Source: an optimization exercise on an open RTL-to-GDS flow (aim: small area, a short achievable clock period and few clock cycles per item). Production flows keep margins and buffers that such runs may drop.
RTL that was checked went through simulation tests only; none was proved equivalent to the original.
Only the layout flow was run in run 2; the RTL was not checked for function there.
Power and IR drop assume default switching activity.

==> flow/design.v, too long to show whole: its modules and the start of the top module <==
// module conv2d_stream: 1074 lines
module conv2d_stream #(
    parameter int DATA_W = 8,
    parameter int COEF_W = 8,
    parameter int IMG_W  = 8,
    parameter int IMG_H  = 8,
    parameter int ACC_W  = 20,
    parameter int SHIFT  = 4,
    parameter int OUT_W  = 16
) (
    input  logic              clk,
    input  logic              in_st,
    input  logic              coef_we,
    input  logic [3:0]        coef_addr,
    input  logic [COEF_W-1:0] coef_din,
    input  logic              pix_valid,
    output logic              pix_ready,
    input  logic [DATA_W-1:0] pix_din,
    output logic [OUT_W-1:0]  dout,
    output logic              out_st,
    input  logic              out_ready,
    output logic              frame_done
);
  // ...
==> flow/flow/run.sh <==
#!/bin/bash
# Standard ORFS layout, with one netlist step between synthesis and floorplan:
# flow/polfix.py re-chooses full-adder and AND/NAND polarities to drop inverters.
set -euo pipefail
R=orfs/results/${FLOW_PLATFORM:-sky130hd}/conv2d_stream/base
bash standard.sh synth > synth.log 2>&1
cp $R/1_2_yosys.v $R/1_2_yosys.orig.v
python3 flow/polfix.py $R/1_2_yosys.orig.v $R/1_2_yosys.pf.v > polfix.log 2>&1
cp $R/1_2_yosys.pf.v $R/1_2_yosys.v
touch $R/1_2_yosys.v
bash standard.sh finish > finish.log 2>&1
grep -c polinv_ $R/1_2_yosys.v >> polfix.log || true
==> flow/flow/polfix.py <==
#!/usr/bin/env python3
"""Re-choose the polarity of full adders and two-input AND/NAND gates in a mapped
sky130hd netlist so that fewer inverters are needed.

A full adder is self-dual: FA(~a, ~b, ~c) = (~sum, ~carry).  So any fa cell may be
fed complemented inputs if its consumers take its outputs complemented.  An and2
cell may become a nand2 (and back) the same way.  The netlist's inverters are taken
out, each signal is given the polarity that needs the fewest inverters, and one
inverter per signal is put back where a consumer still needs the other polarity.
Registers, ports and all other cells are left as they are.

usage: polfix.py IN.v OUT.v
"""
import re
import sys

INV_AREA = 3.7536
FLEX = {  # type -> (complement type, area)
    "sky130_fd_sc_hd__and2_1": ("sky130_fd_sc_hd__nand2_1", 6.256),
    "sky130_fd_sc_hd__and2_0": ("sky130_fd_sc_hd__nand2_1", 6.256),
    "sky130_fd_sc_hd__nand2_1": ("sky130_fd_sc_hd__and2_1", 3.7536),
}
FA_TYPES = {"sky130_fd_sc_hd__fa_1", "sky130_fd_sc_hd__fa_2", "sky130_fd_sc_hd__fa_4"}
INV_TYPES = {"sky130_fd_sc_hd__inv_1", "sky130_fd_sc_hd__inv_2", "sky130_fd_sc_hd__clkinv_1"}
OUT_PINS = {"X", "Y", "Q", "Q_N", "SUM", "COUT", "HI", "LO"}

src = open(sys.argv[1]).read()
mod_m = re.search(r"module\s+(\w+)\s*\((.*?)\);", src, re.S)
body_start = mod_m.end()
end_i = src.rindex("endmodule")

cell_re = re.compile(r"^\s*(sky130_fd_sc_hd__\w+)\s+(\S+)\s*\((.*?)\);", re.S | re.M)
pin_re = re.compile(r"\.(\w+)\(\s*(.*?)\s*\)\s*(?:,|$)", re.S)

cells = []
for m in cell_re.finditer(src, body_start, end_i):
    typ, name, body = m.group(1), m.group(2), m.group(3)
    pins = [(p, n.strip()) for p, n in pin_re.findall(body)]
    cells.append({"type": typ, "name": name, "pins": pins, "span": (m.start(), m.end())})

ports = set()
for m in re.finditer(r"^\s*(input|output|inout)\s+(?:wire\s+)?(\[[^\]]*\]\s*)?(\\\S+|\w+)", src[body_start:end_i], re.M):
    ports.add(m.group(3))


def port_of(net):
    b = net.split("[")[0].strip()
    return b in ports or net in ports


if re.search(r"^\s*assign\b", src[body_start:end_i], re.M):
    sys.exit("assign statements are not handled")

driver = {}
loads = {}
for ci, c in enumerate(cells):
    for p, n in c["pins"]:
        if p in OUT_PINS:
            driver[n] = (ci, p)
        else:
            loads.setdefault(n, []).append((ci, p))

# removable inverters: neither side touches a port
removable = set()
for ci, c in enumerate(cells):
    if c["type"] in INV_TYPES:
        d = dict(c["pins"])
        if not port_of(d["A"]) and not port_of(d["Y"]):
            removable.add(ci)


def root(n):
    p = 0
    seen = 0
    while n in driver and driver[n][0] in removable:
        ci = driver[n][0]
        n = dict(cells[ci]["pins"])["A"]
        p ^= 1
        seen += 1
        if seen > 1000:
            raise Exception("inverter loop")
    return n, p


# variables: fa cells and flexible gates; state 1 = output physically complemented
var = {}
for ci, c in enumerate(cells):
    if c["type"] in FA_TYPES or c["type"] in FLEX:
        var[ci] = 0

# consumers of each root: list of (cell index or None, pin, parity)
cons = {}
for ci, c in enumerate(cells):
    if ci in removable:
        continue
    for p, n in c["pins"]:
        if p in OUT_PINS:
            continue
        r, par = root(n)
        cons.setdefault(r, []).append((ci, p, par))
# output ports as consumers wanting the true value
for n in list(driver):
    if port_of(n):
        r, par = root(n)
        cons.setdefault(r, []).append((None, n, par))

roots = set(cons)
root_driver = {}
for r in roots:
    if r in driver:
        ci, p = driver[r]
        root_driver[r] = ci
# roots driven by a variable cell
roots_of_cell = {}
for r, ci in root_driver.items():
    if ci in var:
        roots_of_cell.setdefault(ci, []).append(r)
# roots consumed by each fa cell
fa_in_roots = {}
for r, lst in cons.items():
    for ci, p, par in lst:
        if ci is not None and ci in var and cells[ci]["type"] in FA_TYPES:
            fa_in_roots.setdefault(ci, set()).add(r)


def root_cost(r):
    ci = root_driver.get(r)
    d = var.get(ci, 0) if ci is not None else 0
    need = False
    for cj, p, par in cons[r]:
        want = par
        if cj is not None and cj in var and cells[cj]["type"] in FA_TYPES:
            want ^= var[cj]
        if want != d:
            need = True
            break
    cost = INV_AREA if need else 0.0
    if ci is not None and ci in var and cells[ci]["type"] in FLEX:
        typ = cells[ci]["type"]
        cost += FLEX[typ][1] if var[ci] == 0 else FLEX[FLEX[typ][0]][1]
    return cost


def touched(ci):
    s = set(roots_of_cell.get(ci, []))
    s |= fa_in_roots.get(ci, set())
    return s


def total():
    return sum(root_cost(r) for r in roots)


before = total()
import random
random.seed(1)
flex_in = {}  # fa cell -> flexible cells driving its input roots
for ci in var:
    if cells[ci]["type"] in FA_TYPES:
        fl = set()
        for r in fa_in_roots.get(ci, ()):
            d = root_driver.get(r)
            if d is not None and d in var and cells[d]["type"] in FLEX:
                fl.add(d)
        flex_in[ci] = fl


def move_cells(ci):
    return [ci] + sorted(flex_in.get(ci, ()))


def local_cost(cs):
    t = set()
    for c in cs:
        t |= touched(c)
    return t


varlist = list(var)
cur = before
T = 4.0
iters = 300000
for it in range(iters):
    T = 4.0 * (1 - it / iters) + 0.01
    ci = random.choice(varlist)
    cs = [ci]
    if ci in flex_in and random.random() < 0.7:
        cs = move_cells(ci)
    t = local_cost(cs)
    c0 = sum(root_cost(r) for r in t)
    for c in cs:
        var[c] ^= 1
    c1 = sum(root_cost(r) for r in t)
    dlt = c1 - c0
    if dlt <= 0 or random.random() < pow(2.718281828, -dlt / T):
        cur += dlt
    else:
        for c in cs:
            var[c] ^= 1
improved = True
passes = 0
while improved and passes < 50:
    improved = False
    passes += 1
    for ci in varlist:
        for cs in ([ci], move_cells(ci)):
            t = local_cost(cs)
            c0 = sum(root_cost(r) for r in t)
            for c in cs:
                var[c] ^= 1
            c1 = sum(root_cost(r) for r in t)
            if c1 < c0 - 1e-9:
                improved = True
            else:
                for c in cs:
                    var[c] ^= 1
after = total()
print(f"polfix: {len(removable)} inverters taken out; cost {before:.1f} -> {after:.1f} um2 "
      f"after {passes} passes; {sum(var.values())} cells flipped", file=sys.stderr)

# rewrite
new_inv = {}   # root -> inverter output net
new_cells_txt = []
k = 0


def pname(r):
    """Name of the net the driver of root r drives: renamed when it carries the complement."""
    ci = root_driver.get(r)
    d = var.get(ci, 0) if ci is not None else 0
    if not d:
        return r
    if r.startswith(chr(92)):
        return r + "_pn"
    return r + "_pn"


def phys(r, want):
    """Net carrying root r with polarity want (1 = complemented)."""
    global k
    ci = root_driver.get(r)
    d = var.get(ci, 0) if ci is not None else 0
    if want == d:
        return pname(r)
    if r not in new_inv:
        k += 1
        y = f"polinv_{k}_y"
        new_inv[r] = y
        new_cells_txt.append(f"  sky130_fd_sc_hd__inv_1 polinv_{k} (\n    .A({pname(r)}{' ' if r.startswith(chr(92)) else ''}),\n    .Y({y})\n  );\n")
    return new_inv[r]


repl = {}
renamed = set()
for ci, c in enumerate(cells):
    if ci in removable:
        repl[ci] = ""
        continue
    typ = c["type"]
    if ci in var and typ in FLEX and var[ci]:
        typ = FLEX[typ][0]
    pins = []
    for p, n in c["pins"]:
        if p in OUT_PINS:
            if typ != c["type"]:
                p = "Y" if typ.startswith("sky130_fd_sc_hd__nand") else "X"
            if n in roots and pname(n) != n:
                renamed.add(pname(n))
                n = pname(n)
            pins.append((p, n))
        else:
            r, par = root(n)
            want = par
            if ci in var and c["type"] in FA_TYPES:
                want ^= var[ci]
            pins.append((p, phys(r, want)))
    txt = f"  {typ} {c['name']} (\n" + ",\n".join(f"    .{p}({n}{' ' if n.startswith(chr(92)) else ''})" for p, n in pins) + "\n  );"
    repl[ci] = txt

# output ports driven through removed inverters are not possible (ports excluded), but a port
# net that is a root consumer with parity must still be satisfied
for r, lst in cons.items():
    for cj, n, par in lst:
        if cj is None:
            ci = root_driver.get(r)
            d = var.get(ci, 0) if ci is not None else 0
            if n != r or par != d:
                sys.exit(f"port net {n} would change polarity")

out = []
pos = 0
for ci, c in enumerate(cells):
    a, b = c["span"]
    out.append(src[pos:a])
    out.append(("\n" if repl[ci] else "") + repl[ci])
    pos = b
tail = src[pos:]
decl = "".join(f"  wire {y};\n" for y in new_inv.values())
decl += "".join(f"  wire {y}{' ' if y.startswith(chr(92)) else ''};\n" for y in sorted(renamed))
out.append("\n" + "".join(new_cells_txt))
res = "".join(out) + tail
# declare the new wires right after the module header
res = res[:body_start] + "\n" + decl + res[body_start:]
open(sys.argv[2], "w").write(res)
==> flow/standard.sh <==
#!/bin/bash
# synth_recipe.tcl (not shown) runs the flow's synth.tcl, then flattens the netlist and writes it again
# the make line also repeats each setting of config.mk as NAME=value (left out here)
make -C /OpenROAD-flow-scripts/flow DESIGN_CONFIG=/design/flow/config.mk WORK_HOME=/design/flow/orfs CLKGATE_MAP_FILE= SYNTH_SCRIPT=/design/flow/synth_recipe.tcl "${@:-finish}"
==> flow/config.mk <==
export PLATFORM = sky130hd
export DESIGN_NAME = conv2d_stream
export DESIGN_NICKNAME = conv2d_stream
export VERILOG_FILES = /design/flow/design.v
export SDC_FILE = /design/flow/constraint.sdc
export NUM_CORES = 4
export LEC_CHECK = 0
export CAP_MARGIN = 20
export CORE_MARGIN = 2
export CORE_UTILIZATION = 60
export CTS_CLUSTER_DIAMETER = 110
export CTS_CLUSTER_SIZE = 26
export PLACE_DENSITY = 0.7
export SETUP_SLACK_MARGIN = 4.0
export SLEW_MARGIN = 20
==> flow/constraint.sdc <==
create_clock -name core_clock -period 6.5 [get_ports {clk}]
set_input_delay 1.3000 -clock core_clock [delete_from_list [all_inputs] [get_ports {clk}]]
set_output_delay 1.3000 -clock core_clock [all_outputs]
set_load 0.01 [all_outputs]
==> summary.txt, run 1 <==
CTS
  • Hold_buf cts: 0
  • Root Buffer: clkbuf_16
  • Resized cells post-CTS: 140
  • Clk buf depth: 3

Setup path
  • CP Cell Sequence: inv_1, ha_1, nor4b_4, o211ai_1, buf_4, a311oi_1, o21a_1, o32ai_1
  • CP Buf/Inv Count: 2
  • CP Class: reg -> reg

Run status
  • Run status: complete, no violations

GRT
  • Met3 Use GR: 4.74%
  • Gr busiest metal: met2

Timing
  • Setup TNS Final: 0 ns
  • Max Fclk: 0.398 GHz
  • Final hold slack: 0.334 ns

Final layout
  • Commonest cells after routing, fill and taps aside: nand2_1 (624), fa_1 (521), dfxtp_1 (308)
  • Seq_cells: 600
  • Nets@finish: 3133
  • Layout Cells excl Fill: 3240

Power
  • Sequential share of power: 53.8%
  • Power Clock: 2.03 mW
  • Sw Share: 29.2%
  • Lkg Pwr: 10.7 nW

Hold path
  • Min-Delay Endpoint: r3_1332$_DFF_P_
  • Worst hold-check path type: reg -> reg

Floorplanning
  • DIE AREA: 54800 um^2
  • I/O pin cnt: 44

Drt
  • DR WL met3: 6050 um
  • Met1 WL: 31500 um
Testbench counts, summed over its fixed seeds: cycles 16,512, items 9,216.
==> run 2: changes to the inputs <==
--- a/flow/design.v
+++ b/flow/design.v
@@ -67,20 +67,24 @@
     logic       cw_q;
     logic [3:0] ca_q;
     logic [7:0] cd_q;
     always_ff @(posedge clk) begin
         cw_q <= coef_we && !in_st;
         ca_q <= coef_addr;
         cd_q <= coef_din;
     end
+    logic [7:0] cn1, cn2, cn4;
+    assign cn1 = in_st ? 8'd1 : cd_q;
+    assign cn2 = in_st ? 8'd2 : cd_q;
+    assign cn4 = in_st ? 8'd4 : cd_q;
     always_ff @(posedge clk) begin
         for (int i = 0; i < 9; i++) begin
-            if (in_st) coef_q[i] <= K_DEF[8*i +: 8];
-            else if (cw_q && ca_q == 4'(i)) coef_q[i] <= cd_q;
+            if (in_st || (cw_q && ca_q == 4'(i)))
+                coef_q[i] <= (K_DEF[8*i +: 8] == 8'd1) ? cn1 : (K_DEF[8*i +: 8] == 8'd2) ? cn2 : cn4;
         end
     end
     logic [8:0][7:0] wn;    
     always_comb begin
         for (int i = 0; i < 3; i++)
             for (int j = 0; j < 3; j++)
                 wn[3*i + j] = (i == 2 && j == 2) ? sr_q[0] : sr_q[8*(2 - i) + (2 - j) - 1];
     end
==> flow/config.mk (replaced) <==
export PLATFORM = sky130hd
export DESIGN_NAME = conv2d_stream
export DESIGN_NICKNAME = conv2d_stream
export VERILOG_FILES = /design/flow/design.v
export SDC_FILE = /design/flow/constraint.sdc
export NUM_CORES = 4
export LEC_CHECK = 0
export CAP_MARGIN = 20
export CORE_MARGIN = 2
export CORE_UTILIZATION = 60
export CTS_CLUSTER_DIAMETER = 100
export CTS_CLUSTER_SIZE = 24
export PLACE_DENSITY = 0.7
export SETUP_SLACK_MARGIN = 4.0
export SLEW_MARGIN = 20
==> run 2 against run 1 <==
  * Worst setup slack lost 0.0016 ns
  * Critical path depth fell by 4
  * Largest power group is now combinational logic
  * Final cell count down 3.2%
  * Combinational power grew to 3.4 times the previous value
  * Largest cell class unchanged
  * Critical endpoint is now r1_719$_DFF_P_
==> summary.txt, run 2 <==
Run status
  • Run status: complete, no violations

Drt
  • Antenna viol nets, final: 0
  • DRC Markers: 0
  • Drt pass-1 iters: 5
  • Via-to-Cell Ratio: 5.93
  • DR iter-0 viols: 1737
  • Via count: 18600
  • WL final: 80900 um
  • Wire length per cell: 25.8 um

Setup path
  • Req. time, crit path: 6.99 ns
  • Critical path launch point: sr_q[73]$_DFFE_PP_
  • CP startpoint kind: flip-flop
  • CP delay by family, top: adder cells
  • CP Buf/Inv Count: 0 (-2)
  • CP max stage cell: edfxtp_1
  • Critical Path AT: 3.00 ns
  • CP Cell Sequence: nand2_1, fa_1, fa_1, fa_1
  • Crit-path most repeated cell: fa_1
  • Crit-path max FO: 9
  • CP peak stage delay: 0.65 ns
  • Crit end category: flip-flop
  • RR Startpoint: sr_q[73]$_DFFE_PP_
  • CP Class: reg -> reg

CTS
  • Worst-Skew Late Latency: 0.63 ns
  • Hold_buf cts: 0 (unchanged)
  • Clk buf depth: 3 (unchanged)
  • CTS tree: built
  • CTS buffer count: 29
  • Clk pin slew, worst setup/hold paths: 0.10 ns
  • Root Buffer: clkbuf_16
  • H-tree levels: 1
  • Clk sinks: 600

Final layout
  • Nets@finish: 3034 (-3.2%)
  • Layout Cells excl Fill: 3136 (-3.2%)
  • Largest Register: sr_q
  • Filler Cell Count: 3467
  • Syn-to-layout area delta: 14.5%
  • Layout cells sized above 1: 13.4%
  • Regs by FF count: sr_q x144, coef_q x72, qd_q x64
  • Commonest cells after routing, fill and taps aside: nand2_1 (605), fa_1 (534), edfxtp_1 (300)
  • Commonest non-fill, non-tap cell in the layout: nand2_1
  • Max reg flops: 144

Timing
  • Final setup skew: 0.0269 ns
  • Rel. slew slack: 29.5%
  • Final period util: 38.6%
  • Final setup margin: 3.99 ns
  • RSZ-0062 raised after global routing: true
  • Worst slew pin tran: 1.06 ns
  • Crit path time final: 2.51 ns
  • Setup TNS Final: 0 ns (unchanged)
  • Fin. Hold Viols: 0
  • # setup viols final: 0
  • Max Fclk: 0.398 GHz (about the same)
  • Slew Viols, Final: 0

Floorplanning
  • DIE AREA: 54000 um^2 (-1.3%)
  • Core area: 51500 um^2
  • Chip height: 232 um
  • Starting density of the core: 60.8%
  • Row Count: 83
  • Die W: 232 um
  • I/O pin cnt: 44 (unchanged)

GRT
  • Vias in the first global route: 20200
  • Tot GR Track Use: 30.8%
  • Global-route wire length before repair: 122000 um
  • Initial antenna violation count: 4
  • GRT overflow: 0
  • Largest net degree at the start of global routing: 133

Synthesis
  • Mapped Cells: 2208
  • Synth Area per Inst: 14.2 um^2
  • Yosys warning count: 1
  • Net Count, Synth: 2810
  • Syn Std Cell Area: 31300 um^2

Placed design
  • Dpl cells: 2893
  • Post-DP HPWL: 59800 um
  • Buffers on Ports: 43
  • Final GP Congestion: 1.05
  • Pre-CTS setup slack: 2.55 ns

Power
  • Max IR drop VDD: 270 uV
  • Design Power: 13.4 mW
  • Lkg Pwr: 12.6 nW (+18%)
  • Power Density: 374 nW/um^2

Hold path
  • Worst hold-check path type: reg -> reg
  • Hold Path Origin: r2_1189$_DFF_P_

Job
  • Max cap viols: 0
-- run 2: per-layer routing --
metal  up-vias  global-route usage (%)  share of wire [%]
met2       974                    52.3                 50
met5         -                       0              0.016
li1       7629                       -                  -
met3       248                    5.10                8.1
met4         2                    11.0                3.9
met1      9742                    40.8                 38
-- run 2: report_power, final --
part | switching [mW] | internal [mW] | total (mW)
Sequential | 0.387 | 4.90 | 5.29
Combinational | 3.28 | 2.78 | 6.06
Clock | 1.20 | 0.860 | 2.06
Total | 4.86 | 8.54 | 13.4
-- run 2: timing repair --
item                       4_1_cts  5_1_grt
cloned                           0        1
gates resized for setup        106       42
setup endpoints to repair      369      152
setup buffers                  134       53
hold endpoints to repair         0        0
pin swaps                       11       22
-- run 2: path summary, 6_finish.rpt --
path | end | cells after the start | slack (ns)
setup / recovery | r1_719$_DFF_P_ | 4 | 3.99
setup reg to reg | r1_719$_DFF_P_ | 4 | 3.99
hold reg to reg | r3_1333$_DFF_P_ | 0 | 0.33
hold / removal | r3_1333$_DFF_P_ | 0 | 0.33
-- run 2: cell type report --
cell class                 instances  area, um^2  share of cell area [%]
inverter                         114         435                    1.21
tap                              680         851                    2.37
clock inverter                     3        33.8                  0.0942
multi-input combinational       1453       16000                    44.5
timing repair buffer             234        2750                    7.66
sequential                       600       15000                    41.9
antenna                            1        2.50                 0.00698
clock buffer                      51         808                    2.25
-- run 2: metrics by stage --
stage	hold slack (ns)	instance area [um^2]	util [%]
2_1_floorplan	0.310	31400	-
3_3_place_gp	0.311	32500	63.0
3_5_place_dp	0.313	32500	63.0
4_1_cts	0.328	35000	67.9
5_1_grt	0.335	35900	69.6
6_report	0.327	35900	69.6
-- run 2: worst reg2reg max path: cells and delay by family (launching register included) --
family | cells | cell delay (ns)
adders and majority gates | 3 | 1.58
DFF | 1 | 0.65
and+or+nand+nor | 1 | 0.16

[what the ideal ports hide]
Ports are ideal in the flow. The routed layouts listed here were re-timed in OpenROAD. Step 1 assumes that a clkbuf_16 drives the clock port and a buf_2 every other input. Step 2 moves the port delays by t, midway between the first and last clock arrival at a register: inputs arrive t later, outputs are due t later. That takes back most of the time a late clock gives input paths. Three values: ideal ports, drivers, drivers and shift; two values: the first two.
| run | t, ns | slack for setup (ns) | hold slack, ns | worst setup path at the end | pins driven straight from the clock port |
|---|---|---|---|---|---|
| run 1 | 0.684 | 3.990 / 3.947 / 3.403 | 0.334 / 0.334 / 0.334 | input to register | 1 |
| run 2 | 0.674 | 3.988 / 3.982 / 3.358 | 0.327 / 0.327 / 0.327 | input to register | 1 |
After both steps every run listed still meets setup and hold. For run 2, which loses most, drivers alone change the setup slack by -0.006 ns; drivers and shift together by -0.630 ns.
